Context: an optimization exercise on an open-source flow, tuned for small area, a short achievable clock period and few clock cycles. The choices shown serve that exercise and are no tape-out recipe.

// sparse_mac_row
module sparse_mac_row #(
  parameter int DATA_WIDTH = 8,
  parameter int ACC_WIDTH  = 32,
  parameter int BLOCK_SIZE = 4,
  parameter int NUM_PE     = 4,
  parameter int IDX_WIDTH  = 4,
  localparam int OUT_IDX_WIDTH = (NUM_PE > 1) ? $clog2(NUM_PE) : 1
) (
  input  logic                                       Clk,
  input  logic                                       rst,
  input  logic [BLOCK_SIZE*BLOCK_SIZE*DATA_WIDTH-1:0] act_block,
  input  logic [DATA_WIDTH-1:0]                      weight_in,
  input  logic [NUM_PE*IDX_WIDTH-1:0]                idx_in,
  input  logic [NUM_PE*ACC_WIDTH-1:0]                bias_in,
  input  logic                                       is_signed,
  input  logic                                       block_last,
  input  logic                                       in_valid,
  output logic                                       in_ready,
  output logic [ACC_WIDTH-1:0]                       out_data,
  output logic [OUT_IDX_WIDTH-1:0]                   out_idx,
  output logic                                       out_last,
  output logic                                       out_valid,
  input  logic                                       out_ready
);
  localparam int NE = BLOCK_SIZE * BLOCK_SIZE;
  localparam int PW = 2 * DATA_WIDTH + 2;    
  logic                         first_q;    
  logic                         v1;         
  logic                         last1;      
  logic                         in_rdy_q;
  logic [NE*DATA_WIDTH-1:0]     act_q, act_d;
  logic                         signed_q, signed_d;
  logic [DATA_WIDTH-1:0]        w1;
  logic                         s1;
  logic [DATA_WIDTH-1:0]        a1   [NUM_PE];
  logic [ACC_WIDTH-1:0]         acc  [NUM_PE];
  logic [ACC_WIDTH-1:0]         obuf [NUM_PE];
  logic [ACC_WIDTH-1:0]         sum  [NUM_PE];
  logic accept, obuf_free, hold1, out_take;
  assign in_ready  = in_rdy_q;
  assign accept    = in_valid && in_rdy_q;
  ...
Size in the first run: ~3300 cells after synthesis, roughly 430 flip-flops, about 320 I/O pins, about 35000 um^2 of cells after synthesis.
==> module sparse_mac_row, before the edit <==
module sparse_mac_row #(
  parameter int DATA_WIDTH = 8,
  parameter int ACC_WIDTH  = 32,
  parameter int BLOCK_SIZE = 4,
  parameter int NUM_PE     = 4,
  parameter int IDX_WIDTH  = 4,
  localparam int OUT_IDX_WIDTH = (NUM_PE > 1) ? $clog2(NUM_PE) : 1
) (
  input  logic                                       Clk,
  input  logic                                       rst,
  input  logic [BLOCK_SIZE*BLOCK_SIZE*DATA_WIDTH-1:0] act_block,
  input  logic [DATA_WIDTH-1:0]                      weight_in,
  input  logic [NUM_PE*IDX_WIDTH-1:0]                idx_in,
  input  logic [NUM_PE*ACC_WIDTH-1:0]                bias_in,
  input  logic                                       is_signed,
  input  logic                                       block_last,
  input  logic                                       in_valid,
  output logic                                       in_ready,
  output logic [ACC_WIDTH-1:0]                       out_data,
  output logic [OUT_IDX_WIDTH-1:0]                   out_idx,
  output logic                                       out_last,
  output logic                                       out_valid,
  input  logic                                       out_ready
);
  localparam int NE = BLOCK_SIZE * BLOCK_SIZE;
  localparam int PW = 2 * DATA_WIDTH + 2;    
  logic                         first_q;    
  logic                         v1;         
  logic                         last1;      
  logic                         in_rdy_q;
  logic [NE*DATA_WIDTH-1:0]     act_q, act_d;
  logic                         signed_q, signed_d;
  logic [DATA_WIDTH-1:0]        w1;
  logic                         s1;
  logic [DATA_WIDTH-1:0]        a1   [NUM_PE];
  logic [ACC_WIDTH-1:0]         acc  [NUM_PE];
  logic [ACC_WIDTH-1:0]         obuf [NUM_PE];
  logic [ACC_WIDTH-1:0]         sum  [NUM_PE];
  logic accept, obuf_free, hold1, out_take;
  assign in_ready  = in_rdy_q;
  assign accept    = in_valid && in_rdy_q;
  assign out_take  = out_valid && out_ready;
  assign obuf_free = !out_valid || (out_take && out_idx == OUT_IDX_WIDTH'(NUM_PE - 1));
  assign hold1     = v1 && last1 && !obuf_free;
  assign act_d    = first_q ? act_block : act_q;
  assign signed_d = first_q ? is_signed : signed_q;
  for (genvar k = 0; k < NUM_PE; k++) begin : g_pe
    smr_mac u_mac (.acc(acc[k]), .a(a1[k]), .b(w1), .s(s1), .sum(sum[k]));
  end
  always_comb begin
    out_data = obuf[0];
    for (int k = 1; k < NUM_PE; k++)
      if (out_idx == OUT_IDX_WIDTH'(k)) out_data = obuf[k];
  end
  assign out_last = out_valid && (out_idx == OUT_IDX_WIDTH'(NUM_PE - 1));
  always_ff @(posedge Clk or posedge rst) begin
    if (rst) begin
      first_q   <= 1'b1;
      v1        <= 1'b0;
      last1     <= 1'b0;
      in_rdy_q  <= 1'b1;
      out_valid <= 1'b0;
      out_idx   <= '0;
    end else begin
      logic nv1, nlast1, nov;
      nv1    = hold1 ? v1    : accept;
      nlast1 = hold1 ? last1 : block_last;
      v1    <= nv1;
      last1 <= nlast1;
      if (accept) first_q <= block_last;
      nov = out_valid;
      if (v1 && last1 && !hold1) begin
        nov = 1'b1;
        out_idx <= '0;
      end else if (out_take) begin
        if (out_idx == OUT_IDX_WIDTH'(NUM_PE - 1)) nov = 1'b0;
        out_idx <= out_idx + 1'b1;
      end
      out_valid <= nov;
      in_rdy_q  <= !(nv1 && nlast1 && nov);
    end
  end
  always_ff @(posedge Clk) begin
    act_q    <= act_d;
    signed_q <= signed_d;
    if (!hold1) begin
      w1 <= weight_in;
      s1 <= signed_d;
      for (int k = 0; k < NUM_PE; k++)
        a1[k] <= act_d[idx_in[k*IDX_WIDTH +: IDX_WIDTH]*DATA_WIDTH +: DATA_WIDTH];
    end
    for (int k = 0; k < NUM_PE; k++) begin
      if (v1 && !last1)
        acc[k] <= sum[k];
      else if (first_q && !hold1)
        acc[k] <= bias_in[k*ACC_WIDTH +: ACC_WIDTH];
      if (v1 && last1 && !hold1)
        obuf[k] <= sum[k];
    end
  end
endmodule
clock: 12.0 ns
lec_check: 0
cap_margin: 20
core_margin: 2
core_utilization: 40
slew_margin: 20
run.sh (not shown) runs the stock make flow with config.mk's settings and CLKGATE_MAP_FILE= SYNTH_SCRIPT=/design/flow/synth_recipe.tcl, a recipe that flattens the netlist after the stock synthesis.
The starting point produced a clean layout.
Edit:
--- a/flow/design.v
+++ b/flow/design.v
@@ -32,5 +32,5 @@
   logic                         signed_q, signed_d;
   logic [DATA_WIDTH-1:0]        w1;
-  logic                         s1;
+  logic [NUM_PE-1:0]            s1;          
   logic [DATA_WIDTH-1:0]        a1   [NUM_PE];
   logic [ACC_WIDTH-1:0]         acc  [NUM_PE];
@@ -46,5 +46,5 @@
   assign signed_d = first_q ? is_signed : signed_q;
   for (genvar k = 0; k < NUM_PE; k++) begin : g_pe
-    smr_mac u_mac (.acc(acc[k]), .a(a1[k]), .b(w1), .s(s1), .sum(sum[k]));
+    smr_mac u_mac (.acc(acc[k]), .a(a1[k]), .b(w1), .s(s1[k]), .sum(sum[k]));
   end
   always_comb begin
@@ -84,7 +84,10 @@
     act_q    <= act_d;
     signed_q <= signed_d;
+    if (!hold1)               s1[0] <= signed_d;
+    if (first_q && !hold1)    s1[1] <= signed_d;
+    if (accept)               s1[2] <= signed_d;
+    if (accept && first_q)    s1[3] <= signed_d;
     if (!hold1) begin
       w1 <= weight_in;
-      s1 <= signed_d;
       for (int k = 0; k < NUM_PE; k++)
         a1[k] <= act_d[idx_in[k*IDX_WIDTH +: IDX_WIDTH]*DATA_WIDTH +: DATA_WIDTH];
What happened: Utilization climbs by 0.14 points. Clock skew drops by 5.5 ps. Die area drops by 1.4%. Wire length drops by 6.8%. Global-route usage drops by 1.4 points. Critical path depth drops by 9.
Function was not checked in any run of this note: the RTL went through the layout flow alone.

[what the ideal ports hide]
How much do the figures lean on ideal ports? The routed layouts below were timed once more, with nothing changed but the port constraints.
Step 1 sets driving cells, clkbuf_16 on the clock port and buf_2 on the other inputs (assumed; they add their load-dependent delay and slew).
Step 2 also shifts input and output timing later by t, the mid clock arrival at the registers, as if the neighbouring blocks saw the same clock.
a / b / c = ideal ports / drivers / drivers and shift; a / b = the first two.
run | shift t [ns] | setup slack, ns | hold WS [ns] | latest minus earliest clock arrival (ns)
the first run | 0.683 | 5.679 / 5.679 / 5.679 | 0.515 / 0.515 / 0.515 | 0.046 / 0.046
the second run | 0.675 | 6.046 / 5.982 / 6.067 | 0.513 / 0.513 / 0.513 | 0.040 / 0.040
After both steps setup and hold are still met in every run listed.
